This design comes from an exercise in tuning for small area, a short achievable clock period and few clock cycles per item on the open sky130 flow, not from production work. No functional check of the RTL was part of any run shown here. No activity file was given, so power comes from the tool's default toggle rates.

## flow/design.v (module list and top-level ports; edited modules follow where they fit)
// module math_core_alu: 923 lines
module math_core_alu #(
    parameter int DW = 32,
    parameter int CW = 32
) (
    input  logic          clk,
    input  logic          rst,
    input  logic [0:1]    mode,
    input  logic          in_valid,
    output logic          in_ready,
    input  logic [0:DW-1] ain,
    input  logic [0:DW-1] bin,
    output logic          out_valid,
    input  logic          out_ready,
    output logic [0:DW-1] result,
    output logic          ovf,
    output logic [0:CW-1] statistic,
    input  logic          stat_ld,
    input  logic [0:CW-1] stat_din,
    input  logic          flush,
    output logic          busy
);
  // ...
==> flow/flow/run.sh <==
#!/bin/bash
# The standard layout, with plain buf_1 port buffers and a tighter setup target
# for timing repair; the log of the whole make run goes to standard.log.
bash standard.sh BUFFER_PORTS_ARGS="-buffer_cell sky130_fd_sc_hd__buf_1" SETUP_SLACK_MARGIN=5.6 finish > standard.log 2>&1
==> flow/standard.sh <==
#!/bin/bash
# synth_recipe.tcl (not shown) runs the flow's synth.tcl, then flattens the netlist and writes it again
# the make line also repeats each setting of config.mk as NAME=value (left out here)
make -C /OpenROAD-flow-scripts/flow DESIGN_CONFIG=/design/flow/config.mk WORK_HOME=/design/flow/orfs CLKGATE_MAP_FILE= SYNTH_SCRIPT=/design/flow/synth_recipe.tcl "${@:-finish}"
==> flow/config.mk <==
export PLATFORM = sky130hd
export DESIGN_NAME = math_core_alu
export DESIGN_NICKNAME = math_core_alu
export VERILOG_FILES = /design/flow/design.v
export SDC_FILE = /design/flow/constraint.sdc
export NUM_CORES = 4
export LEC_CHECK = 0
export ABC_AREA = 1
export CAP_MARGIN = 20
export CORE_MARGIN = 2
export CORE_UTILIZATION = 40
export SLEW_MARGIN = 20
==> flow/constraint.sdc <==
create_clock -name core_clock -period 10.0 [get_ports {clk}]
set_input_delay 2.0000 -clock core_clock [delete_from_list [all_inputs] [get_ports {clk}]]
set_output_delay 2.0000 -clock core_clock [all_outputs]
set_load 0.01 [all_outputs]
==> metrics.md, run 1 <==
| Metric | Value |
|---|---|
| Outcome | no timing/DRC/antenna violations |
| Synth area leader | edfxtp_1 |
| Hold EP | cin2 |
| Routed WL | between 80 and 90 mm |
| Biggest consumer | combinational logic |
| Clock-net power | 695 uW |
| Seq cells | 171 |
| Seq/total area | 0.186 |
| Seq pwr | 1.14 mW |
| Post-CTS sizing | approximately 360 |
| Origin of the critical flop-to-flop path | a1[12] |
| Yosys warns | 1 |
| Diode count | 0 |
| Hold Crit Class | reg -> reg |
| Pre-CTS worst setup slack | slightly above 4 ns |
| Clock Path Buffers | 2 |
| Area growth, synth to finish | 25.8% |
| Hold_ws | 0.557 ns |
| Max-slew violations | 0 |
| Buffers on Ports | 171 |
| Non-filler instance count after layout | 3507 |
| Multi-input logic area | 15800 sq um |
| Crit path from | s2[29] |
| Placed wire-length estimate | 54.7 mm |
| Avg WL per Cell | around 23 um |
| H-tree levels | 4 |
| Setup crit end | result[4] |
| Mux contribution to synthesized area | 0 |
| Largest family of logic cells by synthesized area | adder cells |
| Drt first pass iters | 7 |
| Clock network power share | 0.088 |
| Die H | roughly 230 um |
| Clk latency of the worst-skew pair | 0.49 ns |
| Final Util | 0.509 |
| Final Net Count | 3177 |
| # rows | 84 |
| Fraction of final layout cells sized beyond drive strength 1 | 0.256 |
| Leak Pwr | 11.4 nW |
| Post-CTS Hold Buffers | 0 |
==> inputs of run 2 (changes only) <==
--- a/flow/design.v
+++ b/flow/design.v
@@ -18,22 +18,23 @@
     input  logic [0:CW-1] stat_din,
     input  logic          flush,
     output logic          busy
 );
     logic [31:0]   a1;
     logic [31:0]   b1;
     logic [1:0]    m1;
     logic          v1;
-    logic [31:0]   s2;
-    logic [31:0]   c2;
-    logic          cin2;
+    localparam int K = 12;
+    logic [31:K]   s2;
+    logic [31:K]   c2;
+    logic [K-1:0]  lo2;
+    logic          ck2;
     logic          k1_2;
     logic          k2_2;
-    logic          max2;
     logic          mulp2;
     logic [2-1:0] l32_2;
     logic          v2;
     logic [CW-1:0] r_stat;
     logic          take2;
     logic          en1;
     logic          hs;
     assign take2    = !v2 || out_ready;
@@ -860,34 +861,35 @@
     logic [31:0] bsuf;
     logic        g32;
     always_comb begin
         bsuf[31] = b1[31];
         for (int k = 30; k >= 0; k--) bsuf[k] = bsuf[k+1] | b1[k];
         g32 = 1'b0;
         for (int i = 1; i < 32; i++) g32 = g32 | (a1[i] & bsuf[32-i]);
     end
-    logic        is_mul, is_add, is_max;
+    logic        is_mul, is_add, is_sub, is_max, b_gt;
     logic [31:0] s_n, c_n;
-    logic        cin_n, k1_n, k2_n;
+    logic        k1_n, k2_n;
+    logic [K+1:0] lo_n;
     assign is_add = (m1 == 2'd0);
+    assign is_sub = (m1 == 2'd1);
     assign is_mul = (m1 == 2'd2);
     assign is_max = (m1 == 2'd3);
-    assign s_n    = is_mul ? mul_s : a1;
-    assign c_n    = is_mul ? mul_c : (is_add ? b1 : ~b1);
-    assign cin_n  = !is_mul && !is_add;
-    assign k1_n   = (m1 == 2'd1) || (is_mul && (g32 || mul_p32));
-    assign k2_n   = !is_max && !(is_mul && g32);
-    logic [33:0] sumx;
-    logic [31:0] sum;
-    logic        cout;
-    assign sumx      = {1'b0, s2, cin2} + {1'b0, c2, cin2};
-    assign sum       = sumx[32:1];
-    assign cout      = sumx[33];
-    assign result    = max2 ? (cout ? s2 : ~c2) : sum;
+    assign b_gt   = b1 > a1;
+    assign s_n    = is_mul ? mul_s : ((is_max && b_gt) ? b1 : a1);
+    assign c_n    = is_mul ? mul_c : (is_add ? b1 : (is_sub ? ~b1 : 32'd0));
+    assign lo_n   = {1'b0, s_n[K-1:0], is_sub} + {1'b0, c_n[K-1:0], is_sub};
+    assign k1_n   = is_sub || (is_mul && (g32 || mul_p32));
+    assign k2_n   = is_add || is_sub || (is_mul && !g32);
+    logic [33-K:0] hi;
+    logic          cout;
+    assign hi        = {1'b0, s2, ck2} + {1'b0, c2, ck2};
+    assign cout      = hi[33-K];
+    assign result    = {hi[32-K:1], lo2};
     assign ovf       = k1_2 ^ (k2_2 & cout) ^ (mulp2 & (^l32_2));
     assign out_valid = v2;
     assign statistic = r_stat;
     assign busy      = v1 || v2;
     always_ff @(posedge clk or negedge rst) begin
         if (!rst) begin
             v1     <= 1'b0;
             v2     <= 1'b0;
@@ -905,19 +907,19 @@
         if (en1) begin
             a1 <= ain;
             b1 <= bin;
             m1 <= mode;
         end
     end
     always_ff @(posedge clk) begin
         if (take2) begin
-            s2   <= s_n;
-            c2   <= c_n;
-            cin2 <= cin_n;
+            s2   <= s_n[31:K];
+            c2   <= c_n[31:K];
+            lo2  <= lo_n[K:1];
+            ck2  <= lo_n[K+1];
             k1_2 <= k1_n;
             k2_2 <= k2_n;
-            max2 <= is_max;
             mulp2 <= is_mul && !g32;
             l32_2 <= mul_l32;
         end
     end
 endmodule
==> run 2 against run 1 <==
Effect of this change: global-route usage is 2.4 points higher; critical path depth is 1 higher; hold slack better by 0.026 ns; critical endpoint is now result[0]; still clean; highest routed layer unchanged; wire length is 4.3% higher; sequential share of layout area is 1.5 points lower; register-to-register slack better by 0.08 ns.
==> metrics.md, run 2 <==
| Metric | Value |
|---|---|
| Outcome | no timing/DRC/antenna violations |
| Final Setup Violations | 0 |
| FILL cells | 4712 |
| Clock Sinks | roughly 160 |
| Non-filler instance count after layout | 3451 (-1.6%) |
| Commonest non-fill, non-tap cells in the layout | nand2_1, xor2_1, inv_1, o22ai_1, buf_4 |
| Met3 Resource Use GR | 0.0878 |
| Drc violations | 0 |
| Fraction of final layout cells sized beyond drive strength 1 | 0.249 (-0.00702) |
| Most common cell in the netlist | nand2_1 |
| Synthesized flop and latch total | 158 |
| Crit path largest cell delay | 0.48 ns |
| CTS tree | built |
| Commonest non-fill, non-tap cell in the layout | nand2_1 |
| Clock Path Buffers | 2 (unchanged) |
| Final Power | 7.01 mW |
| Number of flops mapped to enable cells by yosys | between 100 and 150 |
| Worst Skew | 0.0185 ns |
| Syn_nets | roughly 2900 |
| Max-slew violations | 0 (unchanged) |
| Minimum clock period | 5.03 ns |
| Initial antenna violation count | 2 |
| Vias per cell | approximately 5.9 |
| Drt first pass iters | 6 (-1) |
| Vias | 20374 |
| Post-route setup TNS | 0 ns |
| Crit path launch type | register |
| Post-route ant nets | 0 |
| Worst path slowest cell | edfxtp_1 |
| Most frequent cells after synthesis | nand2_1, inv_1, xor2_1 |
| Grt total ovfl | 0 |
| Post-synthesis sequential area ratio | 0.220 |
| Hold Crit Class | reg -> reg |
| Post-Syn Area | 20800 sq um |
| Yosys warns | 1 (unchanged) |
| Mapped Cells | 2462 |
| # IOs | approximately 170 |
| Final Net Count | 3162 (-0.47%) |
| Avg WL per Cell | 24.5 um (+5.9%) |
| Main flop type after synthesis | edfxtp_1 |
| GPL Wtd Cong | between 0.9 and 1 |
| First-pass GRT wire length | approximately 130 mm |
| RSZ-0062 raised after global routing | true |
| Die H | 232 um (-1.0%) |
| Leak Pwr | 11.7 nW (+3.1%) |
| Busiest grt layer | met2 |
| Hold Vio Cnt, Final | 0 |
| Clk latency of the worst-skew pair | 0.50 ns (about the same) |
| CTS clk-pin slew, worst paths | approximately 0.07 ns |
| TritonCTS Buffers | 17 |
| Top cells by area, synth | fa_1, edfxtp_1, xor2_1, o22ai_1, nand2_1 |
| H-tree levels | 4 (unchanged) |
| Arrival time worst endpoint | 3.03 ns |
| Top flop regs | a1: 32 flops, b1: 32 flops, r_stat: 32 flops |
| Reg area | between 4000 and 5000 sq um |
| Critical path type | reg -> out |
| Buffers on Ports | 171 (unchanged) |
| Number of distinct library cells after synthesis | 55 |
| Buf/Inv on CP | 2 |
| Die width | 232 um |
| Met1 Use GR | 0.397 |
| Slew @ Worst Pin | between 0.9 and 1 ns |
| Final Util | 0.520 (+0.0112) |
| Max frequency | 199 MHz |
| Post-CTS Hold Buffers | 0 (unchanged) |
| Area growth, synth to finish | 28.4% |
| # rows | 83 (-1.2%) |
| FFs w/ async S/R, synth | 0.215 |
| Placed Cells | 3205 |
| Power Density | 262 nW/um^2 |
| Vias in the first global route | a little over 20000 |
| Top cell family by delay on the critical path | compound AO/OA/AOI/OAI gates |
| Data required, critical path | 8.00 ns |
| CP max FO | 2 |
| Global routing usage on met2 | 0.495 |
| Gr usage total | 0.318 |
| Initial DRC count | 2326 |
| CP Cell Sequence | inv_2, fa_2, nor2_2, nand2_1, nor3_2, nor2_2, o21ai_2, a21oi_4, o21ai_2, a21boi_2, o21ai_2, nand2_1, nand2_1, xor2_1, buf_2 |
| Synth area leader | fa_1 |
| Placed wire-length estimate | 54.8 mm (+0.14%) |
| Final period utilization | 0.503 |
| Clk root buf | clkbuf_16 |
| Max-Cap Viols | 0 |
| Top-area cell type share of the netlist area | 0.197 |
| Multi-input logic area | 15900 sq um (+0.45%) |
| Slew HR | 0.372 |
| Routed WL | 84.6 mm (+4.3%) |
| Largest net degree at the start of global routing | 71 |
| Core area | 51400 sq um |
| Max VDD drop | around 0.00019 V |
| Crit path capture type | primary output |
| Die Area | 53900 sq um |
| Initial Util | 0.405 |
| Syn Area/Cell | 8.45 sq um |
## run 2: what timing repair did
action	in CTS	in global routing
setup endpoints to repair	72	63
gates resized for setup	395	131
buffers inserted	155	38
pin swaps	138	92
gates cloned	20	0
## run 2: area by class of cell
type / count / share of cell area
multi-input combinational: 1785 / 0.595
sequential: 158 / 0.171
timing repair buffer: 415 / 0.120
inverter: 376 / 0.0594
tap: 680 / 0.0318
clock buffer: 17 / 0.0159
clock inverter: 15 / 0.00543
timing repair inverter: 4 / 0.00108
antenna: 1 / 0.0000937
## run 2: power breakdown
group | internal [mW] | total, mW | switching [mW] | leakage (nW)
logic | 2.34 | 5.31 | 2.97 | 9.71
registers | 0.931 | 1.04 | 0.113 | 1.73
clock network | 0.330 | 0.656 | 0.326 | 0.288
## run 2: kinds of logic after synthesis
logic type               Yosys count  synth area share
flip-flops                       158             0.220
adder cells (fa/ha/maj)          301             0.255
AO/OA/AOI/OAI                    514             0.152
XOR/XNOR                         348             0.146
buffers and inverters            526            0.0977
AND/OR/NAND/NOR                  615             0.129
## run 2: path summary, 6_finish.rpt
| path | slack (ns) | end | startpoint | cells past startpoint |
|---|---|---|---|---|
| worst min-delay path | 0.58 | r_stat[0] | r_stat[0] | 1 |
| max in group asynchronous | 7.79 | r_stat[9] | rst | 1 |
| worst min register to register | 0.58 | r_stat[0] | r_stat[0] | 1 |
| worst max register to register | 5.09 | c2[27] | b1[9] | 21 |
| worst max-delay path | 4.97 | result[0] | s2[12] | 15 |
| min in group asynchronous | 1.62 | r_stat[31] | rst | 1 |
## run 2: worst register-to-register path, delay by kind of cell (launching register included)
| kind | cells | cell delay, ns |
|---|---|---|
| adders and majority gates | 6 | 2.67 |
| AOI/OAI and AO/OA | 3 | 0.39 |
| and+or+nand+nor | 2 | 0.17 |
| xor gates and xnor gates | 1 | 0.12 |
| DFF | 1 | 0.41 |
| buffers and inverters | 9 | 0.99 |
## run 2: per-layer routing
| metal | vias up | routed length [um] |
|---|---|---|
| li1 | 8776 | - |
| met3 | 351 | 9370 |
| met1 | 9876 | 32000 |
| met2 | 1371 | 38000 |
| met4 | 0 | 5300 |
| met5 | - | 0 |
## run 2: metrics by stage
stage	instance area [sq um]	hold WS (ns)	setup WS (ns)
2_1_floorplan	21200	0.553	5.15
3_3_place_gp	22200	0.549	3.75
3_5_place_dp	22200	0.560	3.81
4_1_cts	25900	0.581	4.91
5_1_grt	26700	0.628	4.76
6_report	26700	0.584	4.97

==> re-timing with driven ports <==
No port has a modelled driver above. Below, the same layouts with a new extraction and two added sets of constraints. Step 1 sets driving cells, clkbuf_16 on the clock port and buf_2 on the other inputs (assumed; they add their load-dependent delay and slew). Step 2 adds t to the input delays and takes it off the output delays; t is the mean of the earliest and latest rising clock arrival at the registers after step 1. Input paths then give back, and output paths get back, about the clock's delay inside the block. Slacks: no drivers / after step 1 / after step 2; pairs: no drivers / after step 1.
run | t, ns | slack for setup (ns) | worst hold slack (ns) | worst slew at a driven data input, ns
run 1 | 0.538 | 4.872 / 4.815 / 5.009 | 0.557 / 0.557 / 0.557 | 0.09
run 2 | 0.557 | 4.969 / 4.907 / 5.090 | 0.584 / 0.584 / 0.584 | 0.08
After both steps every run listed still meets setup and hold.
